Source: an optimization exercise on an open RTL-to-GDS flow (aim: small area, a short achievable clock period and few clock cycles). Production flows keep margins and buffers that such runs may drop. Only simulation tests tie the RTL to the original design; equivalence was not proved. Power figures rest on the tool's default switching activity, not on a simulated workload.

$ cat flow/design.v
package drb_pkg;
  function automatic logic [3:0] rect_count(input logic [3:0] r);
    case (r)
      4'd0: rect_count = 4'd1;
      4'd1: rect_count = 4'd2;
      4'd2: rect_count = 4'd3;
      4'd3: rect_count = 4'd3;
      4'd4: rect_count = 4'd4;
      4'd5: rect_count = 4'd4;
      4'd6: rect_count = 4'd5;
      4'd7: rect_count = 4'd6;
      4'd8: rect_count = 4'd6;
      4'd9: rect_count = 4'd7;
      4'd10: rect_count = 4'd7;
      4'd11: rect_count = 4'd8;
      4'd12: rect_count = 4'd9;
      4'd13: rect_count = 4'd9;
      4'd14: rect_count = 4'd10;
      4'd15: rect_count = 4'd10;
      default: rect_count = 4'd0;
    endcase
  endfunction
  function automatic logic [7:0] rect_wa(input logic [3:0] r, input logic [3:0] idx);
    case ({r, idx})
      8'h00: rect_wa = {4'd0, 4'd0};
      8'h10: rect_wa = {4'd1, 4'd0};
      8'h11: rect_wa = {4'd0, 4'd1};
      8'h20: rect_wa = {4'd2, 4'd0};
      8'h21: rect_wa = {4'd1, 4'd1};
      8'h22: rect_wa = {4'd0, 4'd2};
      8'h30: rect_wa = {4'd3, 4'd0};
      8'h31: rect_wa = {4'd2, 4'd2};
      8'h32: rect_wa = {4'd0, 4'd3};
      8'h40: rect_wa = {4'd4, 4'd0};
      8'h41: rect_wa = {4'd3, 4'd2};
      8'h42: rect_wa = {4'd2, 4'd3};
      8'h43: rect_wa = {4'd0, 4'd4};
      8'h50: rect_wa = {4'd5, 4'd0};
      8'h51: rect_wa = {4'd4, 4'd3};
      8'h52: rect_wa = {4'd3, 4'd4};
      8'h53: rect_wa = {4'd0, 4'd5};
      8'h60: rect_wa = {4'd6, 4'd0};
      8'h61: rect_wa = {4'd5, 4'd3};
      8'h62: rect_wa = {4'd4, 4'd4};
      8'h63: rect_wa = {4'd3, 4'd5};
      8'h64: rect_wa = {4'd0, 4'd6};
      8'h70: rect_wa = {4'd7, 4'd0};
      8'h71: rect_wa = {4'd6, 4'd3};
      8'h72: rect_wa = {4'd5, 4'd4};
      8'h73: rect_wa = {4'd4, 4'd5};
      8'h74: rect_wa = {4'd3, 4'd6};
      8'h75: rect_wa = {4'd0, 4'd7};
      8'h80: rect_wa = {4'd8, 4'd0};
      8'h81: rect_wa = {4'd7, 4'd3};
      8'h82: rect_wa = {4'd6, 4'd5};
      8'h83: rect_wa = {4'd5, 4'd6};
      8'h84: rect_wa = {4'd3, 4'd7};
      8'h85: rect_wa = {4'd0, 4'd8};
      8'h90: rect_wa = {4'd9, 4'd0};
      8'h91: rect_wa = {4'd8, 4'd4};
      8'h92: rect_wa = {4'd7, 4'd5};
      8'h93: rect_wa = {4'd6, 4'd6};
      8'h94: rect_wa = {4'd5, 4'd7};
      8'h95: rect_wa = {4'd4, 4'd8};
      8'h96: rect_wa = {4'd0, 4'd9};
      8'ha0: rect_wa = {4'd10, 4'd0};
      8'ha1: rect_wa = {4'd9, 4'd4};
      8'ha2: rect_wa = {4'd8, 4'd6};
      8'ha3: rect_wa = {4'd7, 4'd7};
      8'ha4: rect_wa = {4'd6, 4'd8};
      8'ha5: rect_wa = {4'd4, 4'd9};
      8'ha6: rect_wa = {4'd0, 4'd10};
      8'hb0: rect_wa = {4'd11, 4'd0};
      8'hb1: rect_wa = {4'd10, 4'd4};
      8'hb2: rect_wa = {4'd9, 4'd6};
      8'hb3: rect_wa = {4'd8, 4'd7};
      8'hb4: rect_wa = {4'd7, 4'd8};
      8'hb5: rect_wa = {4'd6, 4'd9};
      8'hb6: rect_wa = {4'd4, 4'd10};
      8'hb7: rect_wa = {4'd0, 4'd11};
      8'hc0: rect_wa = {4'd12, 4'd0};
      8'hc1: rect_wa = {4'd11, 4'd4};
      8'hc2: rect_wa = {4'd10, 4'd6};
      8'hc3: rect_wa = {4'd9, 4'd7};
      8'hc4: rect_wa = {4'd8, 4'd8};
      8'hc5: rect_wa = {4'd7, 4'd9};
      8'hc6: rect_wa = {4'd6, 4'd10};
      8'hc7: rect_wa = {4'd4, 4'd11};
      8'hc8: rect_wa = {4'd0, 4'd12};
      8'hd0: rect_wa = {4'd13, 4'd0};
      8'hd1: rect_wa = {4'd12, 4'd5};
      8'hd2: rect_wa = {4'd11, 4'd6};
      8'hd3: rect_wa = {4'd10, 4'd8};
      8'hd4: rect_wa = {4'd9, 4'd9};
      8'hd5: rect_wa = {4'd8, 4'd10};
      8'hd6: rect_wa = {4'd6, 4'd11};
      8'hd7: rect_wa = {4'd5, 4'd12};
      8'hd8: rect_wa = {4'd0, 4'd13};
      8'he0: rect_wa = {4'd14, 4'd0};
      8'he1: rect_wa = {4'd13, 4'd5};
      8'he2: rect_wa = {4'd12, 4'd7};
      8'he3: rect_wa = {4'd11, 4'd8};
      8'he4: rect_wa = {4'd10, 4'd9};
      8'he5: rect_wa = {4'd9, 4'd10};
      8'he6: rect_wa = {4'd8, 4'd11};
      8'he7: rect_wa = {4'd7, 4'd12};
      8'he8: rect_wa = {4'd5, 4'd13};
      8'he9: rect_wa = {4'd0, 4'd14};
      8'hf0: rect_wa = {4'd15, 4'd0};
      8'hf1: rect_wa = {4'd14, 4'd5};
      8'hf2: rect_wa = {4'd13, 4'd7};
      8'hf3: rect_wa = {4'd12, 4'd9};
      8'hf4: rect_wa = {4'd11, 4'd10};
      8'hf5: rect_wa = {4'd10, 4'd11};
      8'hf6: rect_wa = {4'd9, 4'd12};
      8'hf7: rect_wa = {4'd7, 4'd13};
      8'hf8: rect_wa = {4'd5, 4'd14};
      8'hf9: rect_wa = {4'd0, 4'd15};
      default: rect_wa = 8'h00;
    endcase
  endfunction
endpackage
module drb_cell #(
  parameter int NP = 4
) (
  input  logic          clk,
  input  logic          keep,
  input  logic [NP-1:0] r,
  input  logic [NP-1:0] c,
  output logic          q
);
  always_ff @(posedge clk) begin
    q <= (q && keep) || (|(r & c));
  end
endmodule
module drb_rdcol (
  input  logic [4095:0] map,
  input  logic [63:0]   csel,
  output logic [63:0]   rows
);
  for (genvar r = 0; r < 64; r++) begin : g_row
    drb_sel64 u_row (.d(map[r*64 +: 64]), .s(csel), .o(rows[r]));
  end
endmodule
module drb_rdrow (
  input  logic [63:0] rows,
  input  logic        hit,
  input  logic        en,
  input  logic [5:0]  y,
  output logic        bit_
);
  logic [63:0] rsel;
  logic        any;
  always_comb begin
    for (int i = 0; i < 64; i++) rsel[i] = (y == 6'(i));
  end
  drb_sel64 u_sel (.d(rows), .s(rsel), .o(any));
  assign bit_ = en && (any || hit);
endmodule
module drb_sel64 (
  input  logic [63:0] d,
  input  logic [63:0] s,
  output logic        o
);
  logic [23:0] y;    
  logic [5:0]  z;    
  for (genvar i = 0; i < 22; i++) begin : g_a
    if (3 * i + 2 < 64) begin : g_3
      drb_aoi222 u_aoi (.a0(d[3*i]), .b0(s[3*i]), .a1(d[3*i+1]), .b1(s[3*i+1]),
                        .a2(d[3*i+2]), .b2(s[3*i+2]), .y(y[i]));
    end else begin : g_1
      assign y[i] = !(d[3*i] && s[3*i]);
    end
  end
  assign y[23:22] = 2'b11;
  for (genvar i = 0; i < 6; i++) begin : g_n
    drb_nand4 u_nand (.a(y[4*i +: 4]), .y(z[i]));
  end
  assign o = |z;
endmodule
module drb_aoi222 (
  input  logic a0,
  input  logic b0,
  input  logic a1,
  input  logic b1,
  input  logic a2,
  input  logic b2,
  output logic y
);
  assign y = !((a0 && b0) || (a1 && b1) || (a2 && b2));
endmodule
module drb_nand4 (
  input  logic [3:0] a,
  output logic       y
);
  assign y = !(&a);
endmodule
module drb_mask (
  input  logic        en,
  input  logic [5:0]  lo,
  input  logic [5:0]  hi,
  output logic [63:0] m
);
  logic [63:0] ge;
  logic [63:0] le;
  drb_therm #(.LE(0)) u_ge (.v(lo), .t(ge));
  drb_therm #(.LE(1)) u_le (.v(hi), .t(le));
  assign m = ge & le & {64{en}};
endmodule
module drb_therm #(
  parameter bit LE = 0
) (
  input  logic [5:0]  v,
  output logic [63:0] t
);
  always_comb begin
    t = '0;
    t[0] = LE ? 1'b1 : !v[0];
    t[1] = LE ? v[0] : 1'b1;
    for (int k = 1; k < 6; k++) begin
      for (int i = 0; i < (1 << k); i++) begin
        if (LE) begin
          t[(1 << k) + i] = v[k] && t[i];
          t[i]            = v[k] || t[i];
        end else begin
          t[(1 << k) + i] = !v[k] || t[i];
          t[i]            = !v[k] && t[i];
        end
      end
    end
  end
endmodule
module drb_dstep (
  input  logic [85:0] s,
  input  logic [15:0] d,
  input  logic [17:0] d3,
  output logic [85:0] o
);
  function automatic logic [16:0] sub18(input logic [17:0] a, input logic [17:0] b);
    logic [17:0] g;
    logic [17:0] p;
    logic [17:0] pp;
    logic [17:0] sm;
    logic [17:0] nb;
    nb = ~b;
    g = a & nb;
    p = a ^ nb;
    g[0] = g[0] | p[0];
    pp = p;
    for (int lv = 0; lv < 5; lv++) begin
      for (int i = 17; i >= (1 << lv); i--) begin
        g[i]  = g[i] | (pp[i] & g[i - (1 << lv)]);
        pp[i] = pp[i] & pp[i - (1 << lv)];
      end
    end
    sm = p ^ {g[16:0], 1'b1};
    sub18 = {g[17], sm[15:0]};
  endfunction
  function automatic logic [37:0] step4(input logic [37:0] a, input logic [15:0] dd,
                                        input logic [17:0] dd3);
    logic [17:0] p;
    logic [16:0] t1;
    logic [16:0] t2;
    logic [16:0] t3;
    logic [15:0] rem;
    p  = {a[35:20], a[19:18]};
    t1 = sub18(p, {2'b00, dd});
    t2 = sub18(p, {1'b0, dd, 1'b0});
    t3 = sub18(p, dd3);
    if (t3[16])      rem = t3[15:0];
    else if (t2[16]) rem = t2[15:0];
    else if (t1[16]) rem = t1[15:0];
    else             rem = p[15:0];
    step4 = {a[37:36], rem, a[17:0], t2[16], t3[16] || (t1[16] && !t2[16])};
  endfunction
  always_comb begin
    if (s[85:84] == 2'd0) o = {s[85:80], s[79:76] - 4'd1, step4(s[75:38], d, d3),
                               step4(s[37:0], d, d3)};
    else                  o = s;
  end
endmodule
module drb_rect_rom (
  input  logic [3:0] r,
  input  logic [3:0] idx,
  output logic [7:0] wa
);
  assign wa = drb_pkg::rect_wa(r, idx);
endmodule
module drb_rect_rom_k #(
  parameter int K = 0
) (
  input  logic [3:0] r,
  output logic [7:0] wa
);
  assign wa = drb_pkg::rect_wa(r, 4'(K));
endmodule
module drb_rect_cnt (
  input  logic [3:0] r,
  output logic [3:0] n
);
  assign n = drb_pkg::rect_count(r);
endmodule
module drb_insub (
  input  logic [23:0] w,
  input  logic [23:0] o,
  output logic [24:0] f
);
  logic [24:0] n;
  assign n = {w[23], w} - {o[23], o};
  assign f = {n[24], n[23:0] ^ {24{n[24]}}};
endmodule
module drb_align (
  input  logic [55:0] i,
  input  logic [15:0] d,
  input  logic [4:0]  big3_at,
  input  logic [4:0]  big4_at,
  output logic [85:0] o
);
  function automatic logic [37:0] align(input logic neg, input logic [23:0] a,
                                        input logic [1:0] sel, input logic [15:0] dd);
    logic ovf;
    ovf = (dd[15:4] == '0) && (a[23:20] >= dd[3:0]);
    case (sel)
      2'd0:    align = {neg, 1'b0, a[21:6], a[5:0], 14'd0};    
      2'd1:    align = {neg, 1'b0, a[23:8], a[7:0], 12'd0};    
      default: align = {neg, ovf, 12'd0, a[23:20], a[19:0]};   
    endcase
  endfunction
  logic [23:0] m3;
  logic [23:0] m4;
  logic [1:0]  sel;
  always_comb begin
    for (int k = 0; k < 24; k++) begin
      m3[k] = (big3_at <= 5'(k));
      m4[k] = (big4_at <= 5'(k));
    end
    if (!(|(i[48:25] & m3)) && !(|(i[23:0] & m3)))      sel = 2'd0;
    else if (!(|(i[48:25] & m4)) && !(|(i[23:0] & m4))) sel = 2'd1;
    else                                                  sel = 2'd2;
    if (i[55:54] == 2'd0) begin
      o = {i[55:50], (sel == 2'd0) ? 4'd3 : (sel == 2'd1) ? 4'd4 : 4'd10,
           align(i[49], i[48:25], sel, d), align(i[24], i[23:0], sel, d)};
    end else begin
      o = {i[55:50], 4'd0, 30'd0, i[32:25], 30'd0, i[7:0]};
    end
  end
endmodule
module drb_post (
  input  logic [1:0]  cmd,
  input  logic [3:0]  rad,
  input  logic [21:0] x,       
  input  logic [21:0] y,
  input  logic [6:0]  cols,
  input  logic [6:0]  rows,
  output logic [46:0] e
);
  function automatic logic [17:0] centre(input logic [21:0] a);
    logic [19:0] q;
    q = a[19:0];
    if (!a[21]) begin
      if (a[20] || (q[19:17] != '0) || (q[16] && q[15:0] != '0)) centre = 18'd65536;
      else                                                         centre = {1'b0, q[16:0]};
    end else begin
      if (a[20] || q[19:16] != '0) centre = 18'h30000;
      else                         centre = ~{2'b00, q[15:0]};
    end
  endfunction
  function automatic logic on_axis(input logic [21:0] a, input logic [6:0] lim);
    on_axis = (a[21:6] == '0) && ({1'b0, a[5:0]} < lim);
  endfunction
  logic [3:0]  n;
  logic [17:0] vx;
  logic [17:0] vy;
  logic        disc;
  drb_rect_cnt u_cnt (.r(rad), .n(n));
  always_comb begin
    disc = (cmd == 2'd0);
    vx   = disc ? centre(x) : {{10{x[7]}}, x[7:0]};
    vy   = disc ? centre(y) : {{10{y[7]}}, y[7:0]};
    e    = {cmd == 2'd2, disc, disc ? rad : 4'd0,
            disc ? n : (cmd == 2'd1) ? 4'd1 : 4'd0,
            (cmd != 2'd3) && on_axis(x, cols) && on_axis(y, rows), vx, vy};
  end
endmodule
module drb_issue (
  input  logic [46:0]  bq0,
  input  logic [46:0]  bq1,
  input  logic [1:0]   cnt,
  input  logic [3:0]   j,
  input  logic [3:0]   m0,
  input  logic         credit,
  input  logic [3:0]   new_n,
  output logic         retire,
  output logic [3:0]   j_nxt,
  output logic [3:0]   m0_nxt,
  output logic [99:0]  iss
);
  function automatic logic [7:0] clampc(input logic [17:0] v);
    if (v[17] && (v[16:4] != 13'h1fff))                    clampc = 8'hf0;    
    else if (!v[17] && (v[16:7] != '0 || v[6:0] > 7'd79)) clampc = 8'd79;
    else                                                   clampc = v[7:0];
  endfunction
  logic       v0;
  logic       v1;
  logic       go;
  logic       fin;
  logic [3:0] n1;
  logic [3:0] nx;
  logic [7:0] xc0;
  logic [7:0] yc0;
  logic [7:0] xc1;
  logic [7:0] yc1;
  logic [31:0] wa0;      
  logic [31:0] wa1;      
  for (genvar p = 0; p < 4; p++) begin : g_rom
    drb_rect_rom u_rom0 (.r(bq0[44:41]), .idx(j + 4'(p)), .wa(wa0[p*8 +: 8]));
    drb_rect_rom_k #(.K(p)) u_rom1 (.r(bq1[44:41]), .wa(wa1[p*8 +: 8]));
  end
  always_comb begin
    v0     = (cnt != 2'd0);
    v1     = cnt[1];
    go     = v0 && credit;
    fin    = (m0 <= 4'd4);
    retire = go && fin;
    n1     = bq1[40:37];
    nx     = (n1 < 4'd4 - m0) ? n1 : 4'd4 - m0;
    xc0    = clampc(bq0[35:18]);
    yc0    = clampc(bq0[17:0]);
    xc1    = clampc(bq1[35:18]);
    yc1    = clampc(bq1[17:0]);
    if (retire) begin
      j_nxt  = v1 ? nx : 4'd0;
      m0_nxt = v1 ? n1 - nx : new_n;
    end else if (go) begin
      j_nxt  = j + 4'd4;
      m0_nxt = m0 - 4'd4;
    end else if (v0) begin
      j_nxt  = j;
      m0_nxt = m0;
    end else begin
      j_nxt  = 4'd0;
      m0_nxt = new_n;
    end
    for (int p = 0; p < 4; p++) begin
      if (go && m0 > 4'(p)) begin
        iss[p*25 +: 25] = {1'b1, wa0[p*8 +: 8], xc0, yc0};
      end else if (retire && v1 && 4'(p) >= m0 && 4'(p) - m0 < n1) begin
        iss[p*25 +: 25] = {1'b1, wa1[(p - int'(m0)) * 8 +: 8], xc1, yc1};
      end else begin
        iss[p*25 +: 25] = '0;
      end
    end
  end
endmodule
module drb_bounds (
  input  logic [24:0] iss,
  input  logic [6:0]  rows,
  input  logic [6:0]  cols,
  output logic [24:0] rect
);
  function automatic logic [12:0] clip(input logic [7:0] c, input logic [3:0] w,
                                       input logic [6:0] lim);
    logic [7:0] lo;
    logic [7:0] hi;
    lo = c - {4'd0, w};
    hi = c + {4'd0, w};
    if (!hi[7] && hi[6:0] >= lim) hi = {1'b0, lim} - 8'd1;
    clip = {!(!lo[7] && lo[6]) && !hi[7], lo[7] ? 6'd0 : lo[5:0], hi[5:0]};
  endfunction
  logic [12:0] rb;
  logic [12:0] cb;
  always_comb begin
    rb   = clip(iss[7:0], iss[19:16], rows);
    cb   = clip(iss[15:8], iss[23:20], cols);
    rect = {iss[24] && rb[12] && cb[12], rb[11:0], cb[11:0]};
  end
endmodule
module disc_reveal_bitmap (
  input  logic                                clk,
  input  logic                                rst_n,
  input  logic                                in_valid,
  output logic                                in_ready,
  input  logic [1:0]                          in_cmd,
  input  logic signed [23:0]                  in_world_x,
  input  logic signed [23:0]                  in_world_y,
  input  logic [3:0]                          in_radius,
  input  logic signed [7:0]                   in_cell_x,
  input  logic signed [7:0]                   in_cell_y,
  output logic                                out_valid,
  input  logic                                out_ready,
  output logic                                out_revealed_bit,
  output logic                                out_in_bounds,
  output logic signed [17:0]                  out_center_x,
  output logic signed [17:0]                  out_center_y,
  input  logic                                cfg_we,
  input  logic [2:0]                          cfg_idx,
  input  logic [23:0]                         cfg_wdata
);
  localparam int NP = 4;    
  localparam int NQ = 4;    
  localparam logic [1:0] CMD_DISC = 2'd0;
  logic [6:0]         grid_cols_r;
  logic [6:0]         grid_rows_r;
  logic signed [23:0] origin_x_r;
  logic signed [23:0] origin_y_r;
  logic [15:0]        cell_size_r;
  always_ff @(posedge clk) begin
    if (!rst_n) begin
      grid_cols_r <= 7'd64;
      grid_rows_r <= 7'd64;
      origin_x_r  <= '0;
      origin_y_r  <= '0;
      cell_size_r <= 16'd8192;
    end else if (cfg_we) begin
      case (cfg_idx)
        3'd0: grid_cols_r <= cfg_wdata[6:0];
        3'd1: grid_rows_r <= cfg_wdata[6:0];
        3'd2: origin_x_r  <= cfg_wdata;
        3'd3: origin_y_r  <= cfg_wdata;
        3'd4: cell_size_r <= cfg_wdata[15:0];
        default: ;
      endcase
    end
  end
  logic [6:0]  cols_eff;
  logic [6:0]  rows_eff;
  logic [15:0] den;
  logic [17:0] den3;       
  logic [4:0]  big3_at;    
  logic [4:0]  big4_at;    
  always_ff @(posedge clk) begin
    logic [4:0] dl;
    dl = 5'd1;
    for (int i = 0; i < 16; i++) begin
      if (cell_size_r[i]) dl = 5'(i + 1);
    end
    cols_eff <= (grid_cols_r > 7'd64) ? 7'd64 : grid_cols_r;
    rows_eff <= (grid_rows_r > 7'd64) ? 7'd64 : grid_rows_r;
    den      <= (cell_size_r == '0) ? 16'd1 : cell_size_r;
    den3     <= {2'b00, den} + {1'b0, den, 1'b0};
    big3_at  <= dl + 5'd5;
    big4_at  <= dl + 5'd7;
  end
  localparam int IFW = 56;
  logic [IFW-1:0] if0;
  logic [IFW-1:0] if1;
  logic [1:0]     if_cnt;
  logic           in_ready_r;
  logic [IFW-1:0] if_new;
  logic           if_acc;
  logic           if_pop;
  logic [24:0]    fx;
  logic [24:0]    fy;
  drb_insub u_subx (.w(in_world_x), .o(origin_x_r), .f(fx));
  drb_insub u_suby (.w(in_world_y), .o(origin_y_r), .f(fy));
  always_comb begin
    if (in_cmd == CMD_DISC) if_new = {in_cmd, in_radius, fx, fy};
    else if_new = {in_cmd, in_radius, 1'b0, 16'd0, in_cell_x, 1'b0, 16'd0, in_cell_y};
  end
  assign in_ready = in_ready_r;
  assign if_acc   = in_valid && in_ready_r;
  always_ff @(posedge clk) begin
    logic [1:0] nxt_cnt;
    if (!rst_n) begin
      if_cnt     <= '0;
      in_ready_r <= 1'b1;
    end else begin
      nxt_cnt    = if_cnt + 2'(if_acc) - 2'(if_pop);
      if_cnt     <= nxt_cnt;
      in_ready_r <= (nxt_cnt < 2'd2);
    end
  end
  always_ff @(posedge clk) begin
    if (if_pop) begin
      if0 <= (if_cnt == 2'd2) ? if1 : if_new;
    end else if (if_acc && if_cnt == 2'd0) begin
      if0 <= if_new;
    end
    if (if_acc && (if_cnt == 2'd1) != if_pop) begin
      if1 <= if_new;
    end
  end
  localparam int DVW = 86;
  logic [DVW-1:0] a_q;
  logic           a_v;
  logic [DVW-1:0] d1_q;
  logic           d1_v;
  logic [DVW-1:0] d2_q;
  logic           d2_v;
  logic [DVW-1:0] d3_q;
  logic           d3_v;
  logic [DVW-1:0] a_new;
  logic [DVW-1:0] a_step;
  logic [DVW-1:0] d1_step;
  logic [DVW-1:0] d2_step;
  logic a_loop;
  logic a_leave;
  logic d1_leave;
  logic d2_leave;
  logic d3_leave;
  logic bq_room;
  drb_align u_align (.i(if0), .d(den), .big3_at(big3_at), .big4_at(big4_at), .o(a_new));
  drb_dstep u_step_a  (.s(a_q),  .d(den), .d3(den3), .o(a_step));
  drb_dstep u_step_d1 (.s(d1_q), .d(den), .d3(den3), .o(d1_step));
  drb_dstep u_step_d2 (.s(d2_q), .d(den), .d3(den3), .o(d2_step));
  assign d3_leave = d3_v && bq_room;
  assign d2_leave = d2_v && (!d3_v || d3_leave);
  assign d1_leave = d1_v && (!d2_v || d2_leave);
  assign a_loop   = a_v && (a_q[79:76] > 4'd3);
  assign a_leave  = a_v && !a_loop && (!d1_v || d1_leave);
  assign if_pop   = (if_cnt != 2'd0) && (!a_v || a_leave);
  always_ff @(posedge clk) begin
    if (!rst_n) begin
      a_v  <= 1'b0;
      d1_v <= 1'b0;
      d2_v <= 1'b0;
      d3_v <= 1'b0;
    end else begin
      if (if_pop)        a_v  <= 1'b1;
      else if (a_leave)  a_v  <= 1'b0;
      if (a_leave)       d1_v <= 1'b1;
      else if (d1_leave) d1_v <= 1'b0;
      if (d1_leave)      d2_v <= 1'b1;
      else if (d2_leave) d2_v <= 1'b0;
      if (d2_leave)      d3_v <= 1'b1;
      else if (d3_leave) d3_v <= 1'b0;
    end
  end
  always_ff @(posedge clk) begin
    if (if_pop)        a_q  <= a_new;
    else if (a_loop)   a_q  <= a_step;
    if (a_leave)       d1_q <= a_step;
    if (d1_leave)      d2_q <= d1_step;
    if (d2_leave)      d3_q <= d2_step;
  end
  localparam int BQW = 47;
  logic [BQW-1:0] post_new;
  logic [BQW-1:0] bq0;
  logic [BQW-1:0] bq1;
  logic [BQW-1:0] bq2;
  logic [1:0]     bq_cnt;
  logic           retire;
  drb_post u_post (.cmd(d3_q[85:84]), .rad(d3_q[83:80]), .x({d3_q[75:74], d3_q[57:38]}),
                   .y({d3_q[37:36], d3_q[19:0]}), .cols(cols_eff), .rows(rows_eff),
                   .e(post_new));
  assign bq_room = (bq_cnt != 2'd3);
  always_ff @(posedge clk) begin
    if (!rst_n) bq_cnt <= '0;
    else        bq_cnt <= bq_cnt + 2'(d3_leave) - 2'(retire);
  end
  always_ff @(posedge clk) begin
    if (retire) begin
      bq0 <= (bq_cnt == 2'd1) ? post_new : bq1;
      bq1 <= (bq_cnt == 2'd2) ? post_new : bq2;
      if (bq_cnt == 2'd3) bq2 <= post_new;
    end else if (d3_leave) begin
      case (bq_cnt)
        2'd0:    bq0 <= post_new;
        2'd1:    bq1 <= post_new;
        default: bq2 <= post_new;
      endcase
    end
  end
  logic [3:0] j_r;            
  logic [3:0] m0_r;           
  logic       credit_r;       
  logic [2:0] out_cnt;
  logic       b0b_res_v;
  logic       b1_res_v;
  logic       out_pop;
  logic [NP*25-1:0] b0_iss;
  logic [3:0]       j_nxt;
  logic [3:0]       m0_nxt;
  drb_issue u_issue (
    .bq0     (bq0),
    .bq1     (bq1),
    .cnt     (bq_cnt),
    .j       (j_r),
    .m0      (m0_r),
    .credit  (credit_r),
    .new_n   (post_new[40:37]),
    .retire  (retire),
    .j_nxt   (j_nxt),
    .m0_nxt  (m0_nxt),
    .iss     (b0_iss)
  );
  always_ff @(posedge clk) begin
    logic [2:0] oc;
    oc = out_cnt + 3'(b1_res_v) - 3'(out_pop);
    if (!rst_n) begin
      j_r      <= '0;
      m0_r     <= '0;
      credit_r <= 1'b1;
    end else begin
      j_r      <= j_nxt;
      m0_r     <= m0_nxt;
      credit_r <= ({1'b0, oc} + 4'(retire) + 4'(b0b_res_v)) <= 4'(NQ - 1);
    end
  end
  logic [NP*25-1:0] b0b_iss;
  logic             b0b_rd_v;
  logic [5:0]       b0b_rd_x;
  logic [63:0]      b0b_rd_csel;   
  logic [5:0]       b0b_rd_y;
  logic [36:0]      b0b_res;       
  always_ff @(posedge clk) begin
    if (!rst_n) begin
      b0b_iss   <= '0;
      b0b_res_v <= 1'b0;
      b0b_rd_v  <= 1'b0;
    end else begin
      b0b_iss   <= b0_iss;
      b0b_res_v <= retire;
      b0b_rd_v  <= retire && bq0[46] && bq0[36];
    end
    b0b_rd_x <= bq0[23:18];
    for (int i = 0; i < 64; i++) b0b_rd_csel[i] <= (bq0[23:18] == 6'(i));
    b0b_rd_y <= bq0[5:0];
    b0b_res  <= {bq0[36], bq0[45] ? bq0[35:0] : 36'd0};
  end
  logic [NP*25-1:0] b0b_rect;
  for (genvar p = 0; p < NP; p++) begin : g_bnd
    drb_bounds u_bnd (.iss(b0b_iss[p*25 +: 25]), .rows(rows_eff), .cols(cols_eff),
                      .rect(b0b_rect[p*25 +: 25]));
  end
  logic [NP*25-1:0] b1_rect;
  logic             b1_rd_v;
  logic [5:0]       b1_rd_y;
  logic [36:0]      b1_res;
  logic             keep_r;
  always_ff @(posedge clk) begin
    keep_r <= rst_n;
    if (!rst_n) begin
      b1_rect  <= '0;
      b1_res_v <= 1'b0;
      b1_rd_v  <= 1'b0;
    end else begin
      b1_rect  <= b0b_rect;
      b1_res_v <= b0b_res_v;
      b1_rd_v  <= b0b_rd_v;
    end
    b1_rd_y <= b0b_rd_y;
    b1_res  <= b0b_res;
  end
  logic [4095:0]    map_q;
  logic [NP*64-1:0] rmask;    
  logic [NP*64-1:0] cmask;    
  for (genvar p = 0; p < NP; p++) begin : g_port
    logic [63:0] rm;
    logic [63:0] cm;
    drb_mask u_rmask (
      .en  (b1_rect[p*25+24]),
      .lo  (b1_rect[p*25+23 -: 6]),
      .hi  (b1_rect[p*25+17 -: 6]),
      .m   (rm)
    );
    drb_mask u_cmask (
      .en  (1'b1),
      .lo  (b1_rect[p*25+11 -: 6]),
      .hi  (b1_rect[p*25+5 -: 6]),
      .m   (cm)
    );
    for (genvar i = 0; i < 64; i++) begin : g_bit
      assign rmask[i*NP+p] = rm[i];
      assign cmask[i*NP+p] = cm[i];
    end
  end
  for (genvar y = 0; y < 64; y++) begin : g_row
    for (genvar x = 0; x < 64; x++) begin : g_col
      drb_cell #(.NP(NP)) u_cell (
        .clk  (clk),
        .keep (keep_r),
        .r    (rmask[y*NP +: NP]),
        .c    (cmask[x*NP +: NP]),
        .q    (map_q[y*64+x])
      );
    end
  end
  logic [63:0] rd_rows;
  logic        rd_hit;
  logic [63:0] b1_rows;
  logic        b1_hit;
  logic        rd_bit;
  drb_rdcol u_rdcol (.map(map_q), .csel(b0b_rd_csel), .rows(rd_rows));
  always_comb begin
    logic [24:0] rc;
    rd_hit = 1'b0;
    for (int p = 0; p < NP; p++) begin
      rc = b1_rect[p*25 +: 25];
      if (rc[24] && b0b_rd_y >= rc[23:18] && b0b_rd_y <= rc[17:12] &&
          b0b_rd_x >= rc[11:6] && b0b_rd_x <= rc[5:0]) begin
        rd_hit = 1'b1;
      end
    end
  end
  always_ff @(posedge clk) begin
    b1_rows <= rd_rows;
    b1_hit  <= rd_hit;
  end
  drb_rdrow u_rdrow (.rows(b1_rows), .hit(b1_hit), .en(b1_rd_v), .y(b1_rd_y), .bit_(rd_bit));
  logic [37:0] oq [NQ];
  logic [37:0] res_new;
  logic        out_vld_r;
  assign res_new = {rd_bit, b1_res};
  assign out_pop = out_vld_r && out_ready;
  always_ff @(posedge clk) begin
    logic [2:0] nxt_cnt;
    if (!rst_n) begin
      out_cnt   <= '0;
      out_vld_r <= 1'b0;
    end else begin
      nxt_cnt   = out_cnt + 3'(b1_res_v) - 3'(out_pop);
      out_cnt   <= nxt_cnt;
      out_vld_r <= (nxt_cnt != 3'd0);
    end
  end
  always_ff @(posedge clk) begin
    for (int i = 0; i < NQ; i++) begin
      if (out_pop) begin
        if (b1_res_v && out_cnt == 3'(i + 1)) oq[i] <= res_new;
        else if (i < NQ - 1)                   oq[i] <= oq[i + 1];
      end else if (b1_res_v && out_cnt == 3'(i)) begin
        oq[i] <= res_new;
      end
    end
  end
  assign out_valid        = out_vld_r;
  assign out_revealed_bit = oq[0][37];
  assign out_in_bounds    = oq[0][36];
  assign out_center_x     = oq[0][35:18];
  assign out_center_y     = oq[0][17:0];
endmodule
$ cat flow/flow/run.sh
#!/bin/bash
set -euo pipefail
RES=orfs/results/${FLOW_PLATFORM}/disc_reveal_bitmap/base
bash standard.sh SETUP_SLACK_MARGIN=6.6 synth floorplan > std_synth_floorplan.log 2>&1
openroad -python -no_init -exit flow/place_map.py "$RES/2_floorplan.odb" 26 4 2 2 9 1 > place_map.log 2>&1
bash standard.sh SETUP_SLACK_MARGIN=6.6 finish > std_place_to_finish.log 2>&1
$ cat flow/flow/place_map.py
# Places the bit-map cells (instances g_row[y].g_col[x].u_cell.*) in a regular 64 x 64 array
# before global placement, and marks them FIRM so that the placer arranges the rest around it.
# Bit (x, y): its flip-flop in row r0 + rb*y, its gates go rows above it, spaced gg sites
# apart; the other rows of each bit row are left to the placer (read-mux cells, buffers)
# and to the router.
import odb
import re
import sys

path = sys.argv[1]
px = int(sys.argv[2]) if len(sys.argv) > 2 else 22     # bit pitch in sites
rb = int(sys.argv[3]) if len(sys.argv) > 3 else 4      # rows per bit row
go = int(sys.argv[4]) if len(sys.argv) > 4 else 2      # row of the gates above the flip-flop
gg = int(sys.argv[5]) if len(sys.argv) > 5 else 1      # sites left between gates
jit = int(sys.argv[6]) if len(sys.argv) > 6 else 9     # row-to-row offset spread, sites
pad = int(sys.argv[7]) if len(sys.argv) > 7 else 1     # free sites kept on each side of a cell
r0 = 2                                                  # first row
s0 = 2                                                  # first site

db = odb.dbDatabase.create()
odb.read_db(db, path)
blk = db.getChip().getBlock()
rows = sorted(blk.getRows(), key=lambda r: r.getOrigin()[1])
site_w = rows[0].getSite().getWidth()

# occupied sites per row (tap cells and anything already placed)
occ = [set() for _ in rows]
row_of_y = {r.getOrigin()[1]: i for i, r in enumerate(rows)}
for inst in blk.getInsts():
    if inst.getPlacementStatus() in ("FIXED", "FIRM", "LOCKED", "PLACED") and \
            inst.getMaster().getName().startswith("sky130_fd_sc_hd__tap"):
        x, y = inst.getLocation()
        ri = row_of_y.get(y)
        if ri is None:
            continue
        s = (x - rows[ri].getOrigin()[0]) // site_w
        for k in range(inst.getMaster().getWidth() // site_w):
            occ[ri].add(s + k)

pat = re.compile(r'g_row\\?\[(\d+)\\?\]\.g_col\\?\[(\d+)\\?\]\.u_cell\.')


def driver(net):
    for it in net.getITerms():
        if it.isOutputSignal():
            return it.getInst()
    return None


def cone(flop):
    # the flip-flop and the gates that feed only its D input
    out = [flop]
    todo = [it.getNet() for it in flop.getITerms() if it.getMTerm().getName() == "D"]
    while todo:
        net = todo.pop()
        if net is None or len(net.getITerms()) != 2 or net.getBTerms():
            continue
        drv = driver(net)
        if drv is None or drv.getMaster().isSequential() or drv in out:
            continue
        out.append(drv)
        for it in drv.getITerms():
            if it.isInputSignal():
                todo.append(it.getNet())
    return out


cells = {}
for inst in blk.getInsts():
    m = pat.match(inst.getName())
    if m and inst.getMaster().isSequential():
        cells[(int(m.group(1)), int(m.group(2)))] = cone(inst)

want = {}   # row index -> list of (desired site, width, inst)
flip = {}   # gates mirrored left-right: every other bit
for (y, x), insts in cells.items():
    flops = [i for i in insts if i.getMaster().isSequential()]
    gates = sorted([i for i in insts if not i.getMaster().isSequential()],
                   key=lambda i: -i.getMaster().getWidth())
    ra = r0 + rb * y
    # rows are offset from each other so that a column's cells do not stack exactly
    base = s0 + px * x + ((y * 5) % jit if jit else 0)
    for i in flops:
        want.setdefault(ra, []).append((base, i.getMaster().getWidth() // site_w, i))
    s = base
    for i in gates:
        w = i.getMaster().getWidth() // site_w
        want.setdefault(ra + go, []).append((s, w, i))
        flip[i.getName()] = (x + y) & 1
        s += w + gg

placed = 0
maxdrift = 0
for ri, lst in want.items():
    row = rows[ri]
    ox, oy = row.getOrigin()
    cur = 0
    for d, w, inst in sorted(lst, key=lambda t: t[0]):
        s = max(d, cur)
        while any((s + k) in occ[ri] for k in range(-2 * pad, w + 2 * pad)):
            s += 1
        if s + w + pad > row.getSiteCount():
            raise SystemExit("array does not fit in row %d" % ri)
        for k in range(w):
            occ[ri].add(s + k)
        cur = s + w + 2 * pad
        maxdrift = max(maxdrift, s - d)
        inst.setPlacementStatus("PLACED")
        o = row.getOrient()
        if flip.get(inst.getName()):
            o = "MY" if o == "R0" else "R180"
        inst.setOrient(o)
        inst.setLocation(ox + s * site_w, oy)
        inst.setPlacementStatus("FIRM")
        placed += 1

print("placed %d map cells, %d bits, largest shift %d sites" % (placed, len(cells), maxdrift))
odb.write_db(db, path)
$ cat flow/standard.sh
#!/bin/bash
# synth_recipe.tcl (not shown) runs the flow's synth.tcl, then flattens the netlist and writes it again
# the make line also repeats each setting of config.mk as NAME=value (left out here)
make -C /OpenROAD-flow-scripts/flow DESIGN_CONFIG=/design/flow/config.mk WORK_HOME=/design/flow/orfs CLKGATE_MAP_FILE= SYNTH_SCRIPT=/design/flow/synth_recipe.tcl "${@:-finish}"
$ cat flow/config.mk
export PLATFORM = sky130hd
export DESIGN_NAME = disc_reveal_bitmap
export DESIGN_NICKNAME = disc_reveal_bitmap
export VERILOG_FILES = /design/flow/design.v
export SDC_FILE = /design/flow/constraint.sdc
export NUM_CORES = 8
export LEC_CHECK = 0
export CAP_MARGIN = 30
export CELL_PAD_IN_SITES_DETAIL_PLACEMENT = 1
export CELL_PAD_IN_SITES_GLOBAL_PLACEMENT = 1
export CORE_MARGIN = 2
export CORE_UTILIZATION = 25
export CTS_CLUSTER_DIAMETER = 60
export CTS_CLUSTER_SIZE = 20
export PLACE_DENSITY = 0.35
export SLEW_MARGIN = 40
export SYNTH_HIERARCHICAL = 1
export SYNTH_MEMORY_MAX_BITS = 8192
$ cat flow/constraint.sdc
create_clock -name core_clock -period 10.0 [get_ports {clk}]
set_input_delay 2.0000 -clock core_clock [delete_from_list [all_inputs] [get_ports {clk}]]
set_output_delay 2.0000 -clock core_clock [all_outputs]
set_load 0.01 [all_outputs]
==> results of run 1 <==
-- what timing repair did --
| item | CTS | global route |
|---|---|---|
| cloned | 19 | 9 |
| pin swaps | 221 | 228 |
| setup buffers | 306 | 135 |
| resized for setup | 1024 | 436 |
| endpoints found under the setup margin | 770 | 679 |
-- per-stage QoR --
stage / area, sq um / util (%) / power (W) / instances
4_1_cts: 341000 / 29.8 / 0.0745 / 46936
3_3_place_gp: 310000 / 27.1 / 0.0473 / 45296
6_report: 347000 / 30.3 / 0.0757 / 47241
5_1_grt: 347000 / 30.3 / 0.0783 / 47204
3_5_place_dp: 313000 / 27.4 / 0.0477 / 45454
2_1_floorplan: 287000 / - / 0.0388 / 30167
-- area by class of cell --
| class | instances | area, sq um | area share (%) |
|---|---|---|---|
| Multi-Input combinational cell | 23246 | 172000 | 49.6 |
| Antenna cell | 44 | 110 | 0.0318 |
| Clock inverter | 424 | 5090 | 1.47 |
| Sequential cell | 5380 | 114000 | 33.0 |
| Tap cell | 15207 | 19000 | 5.49 |
| Clock buffer | 733 | 16900 | 4.88 |
| Inverter | 647 | 2520 | 0.727 |
| Timing Repair Buffer | 1560 | 16700 | 4.82 |
-- worst max-delay path: cells and delay by family --
kind | cells | cell delay [ns]
xor gates and xnor gates | 1 | 0.08
muxes | 2 | 0.53
adders and majority gates | 2 | 0.49
buffers and inverters | 4 | 0.44
and+or+nand+nor | 1 | 0.17
AOI/OAI and AO/OA | 4 | 0.79
-- state kept, by name, summed over array words and instances (netlist names), 16 cells and up --
signal                flops
a_q                      86
b0b_iss                 100
b0b_rd_csel              64
b0b_res                  37
b1_rect                 100
b1_res                   37
b1_rows                  64
bq0                      43
bq1                      47
bq2                      47
cell_size_r              16
d1_q                     82
d2_q                     82
d3_q                     50
den                      16
den3                     18
g_row.g_col.u_cell.q   4096
if0                      56
if1                      56
oq                      152
origin_x_r               24
origin_y_r               24
-- how the worst max path moves through the flow --
| stage | from | endpoint |
|---|---|---|
| after floorplan | keep_r$_DFF_P_ | g_row[0].g_col[0].u_cell.q$_DFF_P_ |
| after global placement | in_world_x[0] | if0[34]$_DFFE_PP_ |
| after detailed placement | in_world_x[0] | if0[34]$_DFFE_PP_ |
| after CTS | oq[0][17]$_DFFE_PP_ | out_center_y[17] |
| after global routing | in_world_y[0] | if0[0]$_DFFE_PP_ |
| final | in_world_y[0] | if0[0]$_DFFE_PP_ |
-- per-layer routing --
metal  track usage [%]  wire length, um
met5             0.341              920
met3              7.66           211000
met1              37.2           682000
met2              33.9           616000
met4              5.76            37600
-- report_power, final --
group	internal, W	leakage (nW)	total [W]	switching, W
sequential	0.0237	44.4	0.0257	0.00199
combinational	0.00852	75.7	0.0247	0.0162
clock	0.0139	10.6	0.0253	0.0114
total	0.0462	131	0.0757	0.0295
==> impl_metrics.toml, run 1 <==
[sta]
tns_ns = 0
setup_slack_ns = 6.31
tightest_slew_ns = 1.15
finalSetupViolations = 0
final_max_slew_viol_count = 0
holdWs_ns = 0.325
clock_skew_ns = 0.173
fin_crit_sh_pct = 36.9
max_freq_mhz = 271
rsz0062_at_grt = "yes"
finalHoldViolCount = 0
slew_headroom_pct = 22.8
min_period_ns = 3.69

[floorplanning]
rows = 393
dieArea_sq_mm = 1.16
io_pins = 142
core_region_area_sq_mm = 1.14
fp.dieW_um = 1080
start_util_pct = 25.1
die_h_um = 1080

[power]
power_density_mw_per_mm2 = 218
vdd_drop_max_mv = 0.179
power_leakage_nw = 131

[route]
vias = 306204
drc_errors = 0
drt_iter0_markers = 63799
dr.pass1.iters = 15
wl_per_cell_um = 32.7
wl_um = 1550000
post_drt_via_cell_ratio = 6.48
postRouteAntennaNets = 0

[synth]
synth.cell_area_sq_mm = 0.287
postSynthCellCount = 30060
synth.avg_cell_area_sq_um = 9.55
yosysWarnings = 23

[critical_path]
cp_cell_sequence = "buf_8 -> inv_4 -> ha_4 -> fa_2 -> nand2b_4 -> a21oi_4 -> o31a_1 -> o21ai_4 -> o31ai_4 -> buf_12 -> buf_12 -> xor2_1 -> mux2_4 -> mux2_4"
path_class = "primary input to flop"
end_kind = "flop"
rr_worst_depth = 9
worstPathMaxFanout = 6
crit_path_start_kind = "primary input"
cp_slowest_cell = "fa_2"
r2r_slack_ns = 6.40
required_ns = 10.82
cp.arrival_ns = 4.51
worstReg2RegEnd = "b1_hit$_SDFF_PP1_"
reg2reg_from = "b1_rect[84]$_SDFF_PN0_"
cpPeakStageDelay_ns = 0.34

[final_layout]
drive_gt1_share_pct = 14.4
nets = 32298
num-fill-cells = 128093
final_common_cell = "a222oi_1"
layout_common_cells = "5462 x a222oi_1, 5349 x nand2_1, 4586 x dfxtp_1, 4120 x a22oi_1, 921 x buf_4"
area_delta_synth_final_pct = 20.8

[grt]
grt_antenna_before_repair = 135
grt_pass1_vias = 294751
grt_max_degree = 190
grt_pass1_wl_um = 2220000
grt_overflow = 0
grt_usage_pct = 24.7

[placement]
gp_congestion = 0.959
dp_hpwl_um = 1190000
pre_cts_slack_ns = 4.35
port_buffers = 141

[run_status]
outcome = "timing/DRC/antenna clean"

[clocking]
cts_made_buffers = 628
clk_pin_slew_ns = 0.05
cts_tree = "built"
hold_buffers = 0
cts_buffer_depth = 5
clock_latency_ns = 1.23
cts.htree.levels = 6
root_buffer = "clkbuf_16"
clock-sinks = 5380

[worst_hold_path]
min_from = "b0b_res[1]$_SDFF_PN0_"
hp-class = "flop to flop"
whs_path_depth = 0
hold_end = "b1_res[1]$_DFF_P_"

[flow_run]
max_cap_viol_count = 0
Testbench counts, summed over its fixed seeds: cycles 3,621.
==> run 2, diff against run 1 <==
--- a/flow/design.v
+++ b/flow/design.v
@@ -122,15 +122,25 @@
 endpackage
-module drb_cell #(
-  parameter int NP = 4
-) (
-  input  logic          clk,
-  input  logic          keep,
-  input  logic [NP-1:0] r,
-  input  logic [NP-1:0] c,
-  output logic          q
+module drb_cell (
+  input  logic       clk,
+  input  logic       keep,
+  input  logic [3:0] r,
+  input  logic [3:0] c,
+  output logic       q
 );
+  logic y;
+  drb_aoi222 u_aoi (.a0(q), .b0(keep), .a1(r[0]), .b1(c[0]), .a2(r[1]), .b2(c[1]), .y(y));
   always_ff @(posedge clk) begin
-    q <= (q && keep) || (|(r & c));
+    q <= !((r[2] || c[2]) && (r[3] || c[3]) && y);
   end
 endmodule
+module drb_oai221 (
+  input  logic a1,
+  input  logic a2,
+  input  logic b1,
+  input  logic b2,
+  input  logic c,
+  output logic y
+);
+  assign y = !((a1 || a2) && (b1 || b2) && c);
+endmodule
 module drb_rdcol (
@@ -197,3 +207,5 @@
 endmodule
-module drb_mask (
+module drb_mask #(
+  parameter bit INV = 0
+) (
   input  logic        en,
@@ -207,3 +219,3 @@
   drb_therm #(.LE(1)) u_le (.v(hi), .t(le));
-  assign m = ge & le & {64{en}};
+  assign m = INV ? ~(ge & le & {64{en}}) : (ge & le & {64{en}});
 endmodule
@@ -305,7 +317,5 @@
   input  logic [23:0] o,
-  output logic [24:0] f
+  output logic [24:0] n
 );
-  logic [24:0] n;
   assign n = {w[23], w} - {o[23], o};
-  assign f = {n[24], n[23:0] ^ {24{n[24]}}};
 endmodule
@@ -330,2 +340,4 @@
   logic [23:0] m4;
+  logic [23:0] ax;
+  logic [23:0] ay;
   logic [1:0]  sel;
@@ -336,8 +348,10 @@
     end
-    if (!(|(i[48:25] & m3)) && !(|(i[23:0] & m3)))      sel = 2'd0;
-    else if (!(|(i[48:25] & m4)) && !(|(i[23:0] & m4))) sel = 2'd1;
-    else                                                  sel = 2'd2;
+    ax = i[48:25] ^ {24{i[49]}};
+    ay = i[23:0] ^ {24{i[24]}};
+    if (!(|(ax & m3)) && !(|(ay & m3)))      sel = 2'd0;
+    else if (!(|(ax & m4)) && !(|(ay & m4))) sel = 2'd1;
+    else                                      sel = 2'd2;
     if (i[55:54] == 2'd0) begin
       o = {i[55:50], (sel == 2'd0) ? 4'd3 : (sel == 2'd1) ? 4'd4 : 4'd10,
-           align(i[49], i[48:25], sel, d), align(i[24], i[23:0], sel, d)};
+           align(i[49], ax, sel, d), align(i[24], ay, sel, d)};
     end else begin
@@ -499,2 +513,3 @@
   localparam int NP = 4;    
+  localparam int NH = 2;    
   localparam int NQ = 4;    
@@ -553,4 +568,4 @@
   logic [24:0]    fy;
-  drb_insub u_subx (.w(in_world_x), .o(origin_x_r), .f(fx));
-  drb_insub u_suby (.w(in_world_y), .o(origin_y_r), .f(fy));
+  drb_insub u_subx (.w(in_world_x), .o(origin_x_r), .n(fx));
+  drb_insub u_suby (.w(in_world_y), .o(origin_y_r), .n(fy));
   always_comb begin
@@ -750,3 +765,3 @@
     logic [63:0] cm;
-    drb_mask u_rmask (
+    drb_mask #(.INV(p >= NH)) u_rmask (
       .en  (b1_rect[p*25+24]),
@@ -756,3 +771,3 @@
     );
-    drb_mask u_cmask (
+    drb_mask #(.INV(p >= NH)) u_cmask (
       .en  (1'b1),
@@ -769,3 +784,3 @@
     for (genvar x = 0; x < 64; x++) begin : g_col
-      drb_cell #(.NP(NP)) u_cell (
+      drb_cell u_cell (
         .clk  (clk),
--- a/flow/flow/place_map.py
+++ b/flow/flow/place_map.py
@@ -73,2 +73,14 @@
 
+# The gates of a cell drive one pin each, next to them: use their smallest drive strength.
+swapped = 0
+for insts in cells.values():
+    for i in insts:
+        name = i.getMaster().getName()
+        base = re.sub(r'_\d+$', '', name)
+        small = db.findMaster(base + "_1")
+        if not i.getMaster().isSequential() and small is not None and name != base + "_1":
+            i.swapMaster(small)
+            swapped += 1
+print("map-cell gates set to drive strength 1: %d" % swapped)
+
 want = {}   # row index -> list of (desired site, width, inst)
--- a/flow/config.mk
+++ b/flow/config.mk
@@ -12,4 +12,2 @@
 export CORE_UTILIZATION = 25
-export CTS_CLUSTER_DIAMETER = 60
-export CTS_CLUSTER_SIZE = 20
 export PLACE_DENSITY = 0.35
==> impl_metrics.toml, run 2 <==
[final_layout]
drive_gt1_share_pct = 15.3
area_delta_synth_final_pct = 12.1
largestRegisters = "g_row.g_col.u_cell.q (4096), oq (152)"
register_area_sq_mm = 0.114
final_util_pct = 28.1
layout_common_cells = "5461 x a222oi_1, 4591 x dfxtp_1, 4138 x o221ai_1, 1282 x nand2_1, 915 x nor2_1"
top_register = "g_row.g_col.u_cell.q"
multiInputGateArea_sq_mm = 0.164
stdcell_count = 43925
largest_reg_flops = 4096
final_common_cell = "a222oi_1"
nets = 28173
num-fill-cells = 133757

[route]
drc_errors = 0
dr.pass1.iters = 22
post_drt_via_cell_ratio = 6.69
wl_per_cell_um = 34.4
postRouteAntennaNets = 0
wl_um = 1510000
drt_iter0_markers = 70045
vias = 293683

[clocking]
cts_tree = "built"
clock_latency_ns = 1.24
cts_buffer_depth = 5
clk_pin_slew_ns = 0.06
cts.htree.levels = 6
root_buffer = "clkbuf_16"
cts_made_buffers = 668
clock-sinks = 5380

[synth]
postSynthCellCount = 26044
synth.cell_area_sq_mm = 0.303
synth.avg_cell_area_sq_um = 11.6
yosysWarnings = 23

[critical_path]
crit_path_start_kind = "flop"
critPathTopFamily = "compound AO/OA/AOI/OAI gates"
worstReg2RegEnd = "a_q[20]$_DFFE_PP_"
reg2reg_from = "if0[24]$_DFFE_PP_"
cp.arrival_ns = 4.68
crit_path_frequent_cell = "buf_6"
cp_cell_sequence = "buf_6 -> buf_16 -> or3_4 -> a22oi_2 -> o2111ai_2 -> o311ai_4 -> buf_6 -> nand4_4 -> buf_6 -> buf_12 -> mux2_2 -> a221oi_2 -> a21oi_2 -> mux2_2"
cp.buffers_inverters = 5
required_ns = 10.92
path_class = "flop to flop"
rr_worst_depth = 14
cp_slowest_cell = "edfxtp_1"
end_kind = "flop"
r2r_slack_ns = 6.24
cpPeakStageDelay_ns = 0.45
worstPathMaxFanout = 8

[power]
intPower_w = 0.0466
switching_share_pct = 38.9
p_clk_share_pct = 32.9
vdd_drop_max_mv = 0.160
power_density_mw_per_mm2 = 224
power_leakage_nw = 106
power.switching_w = 0.0296
seqPwrFrac_pct = 33.8
p_comb_share_pct = 33.2

[floorplanning]
dieArea_sq_mm = 1.22
io_pins = 142
rows = 404
start_util_pct = 25.1
core_region_area_sq_mm = 1.21
fp.dieW_um = 1100
die_h_um = 1100

[placement]
port_buffers = 141
gp_congestion = 0.939
pre_cts_slack_ns = 4.81
placed_cells = 42277
dp_hpwl_um = 1160000

[sta]
min_period_ns = 3.76
finalSetupViolations = 0
clock_skew_ns = 0.170
final_max_slew_viol_count = 0
tns_ns = 0
holdWs_ns = 0.324
setup_slack_ns = 6.24
fin_crit_sh_pct = 37.6
tightest_slew_ns = 1.06
finalHoldViolCount = 0
slew_headroom_pct = 29.4
rsz0062_at_grt = "yes"
max_freq_mhz = 266

[grt]
grt_pass1_wl_um = 2160000
grt_usage_pct = 22.9
grt_antenna_before_repair = 106
grt_overflow = 0
grt_pass1_vias = 286645
grt_max_degree = 192

[worst_hold_path]
hold_end = "b1_res[12]$_DFF_P_"
whs_path_depth = 0
min_from = "b0b_res[12]$_SDFF_PN0_"
hp-class = "flop to flop"

[run_status]
outcome = "timing/DRC/antenna clean"

[flow_run]
max_cap_viol_count = 0
==> run 2: cell count changes in the layout (fill, tap and decap cells not counted), moves of 137 or more <==
cell      previous run  this run
a22oi_1           4120        13
and3_2             246       109
buf_4              921       705
clkbuf_1            44       200
nand2_1           5349      1282
o221ai_1            43      4138
nand3_4              0       258
==> run 2: worst max-delay path by stage <==
stage          depth (start not counted)  slack, ns                 from                            endpoint
6_report                              14       6.24    if0[24]$_DFFE_PP_                   a_q[20]$_DFFE_PP_
2_1_floorplan                          2     -11.20       keep_r$_DFF_P_  g_row[0].g_col[0].u_cell.q$_DFF_P_
4_1_cts                                1       6.24  oq[0][15]$_DFFE_PP_                    out_center_y[15]
3_3_place_gp                           9       4.40            out_ready                   oq[2][18]$_DFF_P_
5_1_grt                               13       6.16    if0[24]$_DFFE_PP_                   a_q[40]$_DFFE_PP_
3_5_place_dp                           8       4.81            out_ready                  oq[3][4]$_DFFE_PP_
==> run 2: cell type report <==
cell class / instances / area share [%]
Timing Repair Buffer: 1421 / 4.97
Tap cell: 16037 / 5.91
Clock buffer: 993 / 5.68
Clock inverter: 206 / 0.786
Multi-Input combinational cell: 19226 / 48.3
Antenna cell: 21 / 0.0155
Sequential cell: 5380 / 33.7
Inverter: 641 / 0.736
==> run 2: what timing repair did <==
action,4_1_cts,5_1_grt
gates cloned,22,9
buffers inserted,197,111
endpoints found under the setup margin,1046,538
pin swaps,160,184
gates resized for setup,815,394
hold buffers,0,0
==> run 2: per-layer routing <==
layer	routed length, um	share of wire (%)	global-route usage, %
met3	185000	12	5.75
met1	679000	45	34.6
met2	612000	40	32.3
met4	36300	2.4	5.12
met5	278	0.018	0
==> run 2: per-stage QoR <==
step / instance area, sq um / power (W)
2_1_floorplan: 303000 / 0.0400
3_3_place_gp: 302000 / 0.0481
3_5_place_dp: 308000 / 0.0487
4_1_cts: 335000 / 0.0755
5_1_grt: 340000 / 0.0791
6_report: 340000 / 0.0762
==> run 2: power groups by stage <==
| stage | clock [W] | sequential, W | combinational [W] |
|---|---|---|---|
| after detailed placement | 0 | 0.0262 | 0.0224 |
| after global routing | 0.0263 | 0.0259 | 0.0270 |
| after floorplan | 0 | 0.0253 | 0.0147 |
| after CTS | 0.0255 | 0.0258 | 0.0242 |
| final | 0.0251 | 0.0258 | 0.0253 |
| after global placement | 0 | 0.0263 | 0.0218 |
==> run 2: worst register-to-register path: stages (launching register included) <==
cell       delay (ns)
edfxtp_1         0.45
buf_6            0.18
buf_16           0.15
or3_4            0.39
a22oi_2          0.31
o2111ai_2        0.19
o311ai_4         0.33
buf_6            0.16
nand4_4          0.15
buf_6            0.19
buf_12           0.12
mux2_2           0.29
a221oi_2         0.25
a21oi_2          0.07
mux2_2           0.26
Testbench counts of run 2, summed over its fixed seeds: cycles 3,621.
==> run 3, diff against run 2 <==
--- a/flow/design.v
+++ b/flow/design.v
@@ -342,2 +342,6 @@
   logic [23:0] ay;
+  logic        bx3;
+  logic        by3;
+  logic        bx4;
+  logic        by4;
   logic [1:0]  sel;
@@ -350,5 +354,9 @@
     ay = i[23:0] ^ {24{i[24]}};
-    if (!(|(ax & m3)) && !(|(ay & m3)))      sel = 2'd0;
-    else if (!(|(ax & m4)) && !(|(ay & m4))) sel = 2'd1;
-    else                                      sel = 2'd2;
+    bx3 = i[49] ? |(~i[48:25] & m3) : |(i[48:25] & m3);
+    by3 = i[24] ? |(~i[23:0] & m3)  : |(i[23:0] & m3);
+    bx4 = i[49] ? |(~i[48:25] & m4) : |(i[48:25] & m4);
+    by4 = i[24] ? |(~i[23:0] & m4)  : |(i[23:0] & m4);
+    if (!bx3 && !by3)      sel = 2'd0;
+    else if (!bx4 && !by4) sel = 2'd1;
+    else                   sel = 2'd2;
     if (i[55:54] == 2'd0) begin
==> impl_metrics.toml, run 3 <==
[power]
vdd_drop_max_mv = 0.231
power_density_mw_per_mm2 = 226
p_comb_share_pct = 34.3
power.switching_w = 0.0301
switching_share_pct = 38.9
power_leakage_nw = 108
seqPwrFrac_pct = 33.0
intPower_w = 0.0474
p_clk_share_pct = 32.7

[critical_path]
critPathTopFamily = "flip-flops"
worstPathMaxFanout = 1
r2r_slack_ns = 6.38
path_class = "flop to primary output"
cp_slowest_cell = "edfxtp_1"
cp.arrival_ns = 1.68
cpPeakStageDelay_ns = 0.43
cp.buffers_inverters = 1
crit_path_start_kind = "flop"
end_kind = "primary output"
worstReg2RegEnd = "a_q[73]$_DFFE_PP_"
rr_worst_depth = 19
cp_cell_sequence = "buf_2"
reg2reg_from = "den[2]$_SDFF_PN0_"
required_ns = 8.00

[final_layout]
largest_reg_flops = 4096
largestRegisters = "g_row.g_col.u_cell.q (4096), oq (152)"
multiInputGateArea_sq_mm = 0.165
drive_gt1_share_pct = 16.3
area_delta_synth_final_pct = 13.1
final_util_pct = 28.4
top_register = "g_row.g_col.u_cell.q"
layout_common_cells = "5462 x a222oi_1, 4596 x dfxtp_1, 4145 x o221ai_1, 1279 x nand2_1, 951 x nor2_1"
final_common_cell = "a222oi_1"
fin_area_sq_mm = 0.344
num-fill-cells = 133546
nets = 28546
register_area_sq_mm = 0.114

[sta]
min_period_ns = 3.68
rsz0062_at_grt = "yes"
final_max_slew_viol_count = 0
clock_skew_ns = 0.138
finalHoldViolCount = 0
finalSetupViolations = 0
holdWs_ns = 0.325
max_freq_mhz = 272
fin_crit_sh_pct = 36.8
slew_headroom_pct = 31.0
tightest_slew_ns = 1.03
tns_ns = 0

[floorplanning]
io_pins = 142
dieArea_sq_mm = 1.22
start_util_pct = 25.1
core_region_area_sq_mm = 1.21
die_h_um = 1110
rows = 404
fp.dieW_um = 1110

[route]
drt_iter0_markers = 69151
post_drt_via_cell_ratio = 6.65
wl_per_cell_um = 34.2
drc_errors = 0
postRouteAntennaNets = 0
dr.pass1.iters = 22
wl_um = 1520000
vias = 294792

[worst_hold_path]
hp-class = "flop to flop"
whs_path_depth = 0
hold_end = "b1_res[32]$_DFF_P_"
min_from = "b0b_res[32]$_SDFF_PN0_"

[run_status]
outcome = "timing/DRC/antenna clean"

[clocking]
root_buffer = "clkbuf_16"
clock-sinks = 5380
cts.htree.levels = 6
clock_latency_ns = 1.22
hold_buffers = 0
cts_made_buffers = 671
clk_pin_slew_ns = 0.06
cts_buffer_depth = 5
cts_tree = "built"

[grt]
grt_overflow = 0
grt_pass1_vias = 289776
grt_busiest_layer = "met1"
grt_usage_pct = 22.9
grt_pass1_wl_um = 2170000
grtUsageMet1_pct = 34.6
grt_max_degree = 195
use_met3_pct = 5.38
gr-usage-met2_pct = 32.6
grt_antenna_before_repair = 80

[synth]
yosysWarnings = 23
synth.cell_area_sq_mm = 0.304
postSynthCellCount = 26256
synth.avg_cell_area_sq_um = 11.6

[placement]
port_buffers = 141
dp_hpwl_um = 1160000
gp_congestion = 0.945
dpl_cell_area_sq_mm = 0.309

[flow_run]
max_cap_viol_count = 0
[run 3: area by class of cell]
cell class,instances,share of cell area (%)
repair buffers,1619,5.52
well taps,16037,5.84
flip-flops and latches,5380,33.3
diodes,26,0.0189
multi-input cells,19357,48.1
clock buffers,1013,5.83
clock inverters,185,0.692
inverters,682,0.782
[run 3: worst max-delay path by stage]
stage / depth (start not counted) / from / endpoint / slack (ns)
2_1_floorplan: 2 / keep_r$_DFF_P_ / g_row[0].g_col[0].u_cell.q$_DFF_P_ / -11.20
4_1_cts: 1 / oq[0][0]$_DFFE_PP_ / out_center_y[0] / 6.17
3_5_place_dp: 13 / out_ready / credit_r$_SDFF_PN1_ / 4.63
3_3_place_gp: 13 / out_ready / credit_r$_SDFF_PN1_ / 4.20
5_1_grt: 1 / oq[0][0]$_DFFE_PP_ / out_center_y[0] / 6.22
6_report: 1 / oq[0][0]$_DFFE_PP_ / out_center_y[0] / 6.32
[run 3: metrics by stage]
stage	instances	power [W]	setup slack, ns
6_report	44299	0.0775	6.32
5_1_grt	44275	0.0804	6.22
4_1_cts	44010	0.0762	6.17
3_5_place_dp	42475	0.0488	4.63
3_3_place_gp	42195	0.0482	4.20
2_1_floorplan	26345	0.0400	-11.20
[run 3: repair_timing]
action                     CTS  global route
resized for setup          888           555
gates cloned                26            14
setup buffers              311           154
setup endpoints to repair  811           802
pin swaps                  197           261
[run 3: layer usage]
metal	wire [um]	share of wire, %	up-vias
li1	-	-	124484
met1	682000	45	148619
met2	618000	41	20000
met3	179000	12	1671
met4	37300	2.5	18
met5	161	0.011	-
[run 3: power groups by stage]
stage          sequential, W  clock (W)  combinational [W]
4_1_cts               0.0256     0.0258             0.0249
5_1_grt               0.0257     0.0265             0.0282
2_1_floorplan         0.0253          0             0.0147
3_5_place_dp          0.0263          0             0.0225
3_3_place_gp          0.0263          0             0.0218
6_report              0.0256     0.0254             0.0266
Testbench counts of run 3, summed over its fixed seeds: cycles 3,621.
==> run 4, diff against run 3 <==
--- a/flow/design.v
+++ b/flow/design.v
@@ -826,2 +826,5 @@
   logic        out_vld_r;
+  logic [1:0]  oq_h;        
+  logic [1:0]  oq_t;        
+  logic [37:0] out_r;
   assign res_new = {rd_bit, b1_res};
@@ -833,2 +836,4 @@
       out_vld_r <= 1'b0;
+      oq_h      <= '0;
+      oq_t      <= '0;
     end else begin
@@ -837,2 +842,4 @@
       out_vld_r <= (nxt_cnt != 3'd0);
+      oq_h      <= oq_h + 2'(out_pop);
+      oq_t      <= oq_t + 2'(b1_res_v);
     end
@@ -840,16 +847,14 @@
   always_ff @(posedge clk) begin
+    logic [1:0] h;
     for (int i = 0; i < NQ; i++) begin
-      if (out_pop) begin
-        if (b1_res_v && out_cnt == 3'(i + 1)) oq[i] <= res_new;
-        else if (i < NQ - 1)                   oq[i] <= oq[i + 1];
-      end else if (b1_res_v && out_cnt == 3'(i)) begin
-        oq[i] <= res_new;
-      end
+      if (b1_res_v && oq_t == 2'(i)) oq[i] <= res_new;
     end
+    h = oq_h + 2'(out_pop);
+    out_r <= (b1_res_v && oq_t == h) ? res_new : oq[h];
   end
   assign out_valid        = out_vld_r;
-  assign out_revealed_bit = oq[0][37];
-  assign out_in_bounds    = oq[0][36];
-  assign out_center_x     = oq[0][35:18];
-  assign out_center_y     = oq[0][17:0];
+  assign out_revealed_bit = out_r[37];
+  assign out_in_bounds    = out_r[36];
+  assign out_center_x     = out_r[35:18];
+  assign out_center_y     = out_r[17:0];
 endmodule
==> impl_metrics.toml, run 4 <==
[final_layout]
final_common_cell = "a222oi_1"
drive_gt1_share_pct = 15.9
largest_reg_flops = 4096
nets = 28064
layout_common_cells = "5462 x a222oi_1, 4530 x dfxtp_1, 4119 x o221ai_1, 1147 x nand2_1, 859 x nor2_1"
largestRegisters = "g_row.g_col.u_cell.q (4096), oq (152)"
fin_area_sq_mm = 0.341
top_register = "g_row.g_col.u_cell.q"
area_delta_synth_final_pct = 12.6
num-fill-cells = 133209

[route]
wl_um = 1500000
drc_errors = 0
drt_iter0_markers = 68556
post_drt_via_cell_ratio = 6.65
wl_per_cell_um = 34.2
dr.pass1.iters = 17
vias = 291554
postRouteAntennaNets = 0

[flow_run]
max_cap_viol_count = 0

[power]
intPower_w = 0.0466
seqPwrFrac_pct = 33.7
power_leakage_nw = 106
switching_share_pct = 38.4
vdd_drop_max_mv = 0.210
power_density_mw_per_mm2 = 221
power.switching_w = 0.0290
finalPower_w = 0.0756
p_comb_share_pct = 33.3
p_clk_share_pct = 33.0

[sta]
clock_skew_ns = 0.168
max_freq_mhz = 271
fin_crit_sh_pct = 36.9
final_max_slew_viol_count = 0
min_period_ns = 3.69
finalSetupViolations = 0
tightest_slew_ns = 1.06
slew_headroom_pct = 29.4
rsz0062_at_grt = "yes"
tns_ns = 0
finalHoldViolCount = 0
holdWs_ns = 0.315

[grt]
grt_antenna_before_repair = 92
grt_pass1_wl_um = 2150000
grt_usage_pct = 22.7
grt_pass1_vias = 287717
grt_max_degree = 195
grt_overflow = 0

[clocking]
root_buffer = "clkbuf_16"
clk_pin_slew_ns = 0.06
cts.htree.levels = 6
cts_buffer_depth = 5
cts_tree = "built"
clock_latency_ns = 1.21
clock-sinks = 5422
cts_made_buffers = 674

[critical_path]
end_kind = "flop"
critPathTopFamily = "compound AO/OA/AOI/OAI gates"
worstPathMaxFanout = 4
cp.buffers_inverters = 5
cp_slowest_cell = "edfxtp_1"
required_ns = 10.86
crit_path_start_kind = "flop"
path_class = "flop to flop"
cp.arrival_ns = 4.55
startpoint = "a_q[18]$_DFFE_PP_"
reg2reg_from = "a_q[18]$_DFFE_PP_"
cp_cell_sequence = "inv_2 -> ha_4 -> inv_2 -> fa_2 -> a21o_1 -> a21o_1 -> a2111oi_4 -> buf_4 -> o21ai_4 -> a41oi_4 -> o21ai_4 -> buf_12 -> buf_16 -> a211o_1 -> a22o_1 -> mux2_2"
cpPeakStageDelay_ns = 0.40

[floorplanning]
rows = 404
dieArea_sq_mm = 1.22
fp.dieW_um = 1110
core_region_area_sq_mm = 1.21
start_util_pct = 25.1
die_h_um = 1110
io_pins = 142

[synth]
yosysWarnings = 23
synth.cell_area_sq_mm = 0.303
postSynthCellCount = 25839
synth.avg_cell_area_sq_um = 11.7

[placement]
port_buffers = 141
gp_congestion = 0.933
dp_hpwl_um = 1140000
dpl_cell_area_sq_mm = 0.309

[run_status]
outcome = "timing/DRC/antenna clean"

[worst_hold_path]
min_from = "b0b_res[14]$_SDFF_PN0_"
hp-class = "flop to flop"
## run 4: worst paths after layout
path                         to  slack, ns  cells past startpoint
max           a_q[20]$_DFFE_PP_       6.31                     16
min          b1_res[14]$_DFF_P_       0.31                      0
max reg2reg   a_q[20]$_DFFE_PP_       6.31                     16
min reg2reg  b1_res[14]$_DFF_P_       0.31                      0
## run 4: through the flow
step	setup WS [ns]	util, %	std cells
after global routing	6.19	28.2	43806
after global placement	4.21	25.1	41823
after CTS	6.29	27.8	43581
final	6.31	28.2	43829
after detailed placement	4.49	25.5	42100
after floorplan	-11.20	-	25928
## run 4: worst register-to-register path, cell delays in order (launching register included)
cell	delay (ns)
edfxtp_1	0.40
inv_2	0.12
ha_4	0.14
inv_2	0.03
fa_2	0.35
a21o_1	0.19
a21o_1	0.22
a2111oi_4	0.30
buf_4	0.20
o21ai_4	0.07
a41oi_4	0.31
o21ai_4	0.12
buf_12	0.15
buf_16	0.14
a211o_1	0.23
a22o_1	0.20
mux2_2	0.26
## run 4: power by group through the flow
stage | logic (W) | clock network (W) | registers [W]
2_1_floorplan | 0.0142 | 0 | 0.0252
3_3_place_gp | 0.0212 | 0 | 0.0261
3_5_place_dp | 0.0219 | 0 | 0.0261
4_1_cts | 0.0240 | 0.0254 | 0.0255
5_1_grt | 0.0268 | 0.0261 | 0.0256
6_report | 0.0252 | 0.0250 | 0.0255
## run 4: layout make-up
cell class | instances | area (sq um) | area share, %
clock buffers | 1047 | 20000 | 5.85
diodes | 29 | 72.6 | 0.0213
inverters | 675 | 2670 | 0.782
flip-flops and latches | 5422 | 116000 | 34.0
repair buffers | 1490 | 17800 | 5.22
multi-input cells | 18965 | 163000 | 47.7
well taps | 16037 | 20100 | 5.88
clock inverters | 164 | 2030 | 0.594
## run 4: repair_timing
item / CTS / global route
buffers inserted: 251 / 120
hold buffers: 0 / 0
endpoints found under the setup margin: 642 / 834
pin swaps: 202 / 194
cloned: 19 / 8
gates resized for setup: 940 / 442
## run 4: per-layer routing
| layer | part of all wire, % | routed length [um] | global-route usage (%) |
|---|---|---|---|
| met1 | 45 | 678000 | 34.2 |
| met4 | 2.2 | 33500 | 4.82 |
| met2 | 41 | 613000 | 32.3 |
| met3 | 12 | 176000 | 5.55 |
| met5 | 0.0066 | 99 | 0 |
Testbench counts of run 4, summed over its fixed seeds: cycles 3,621.
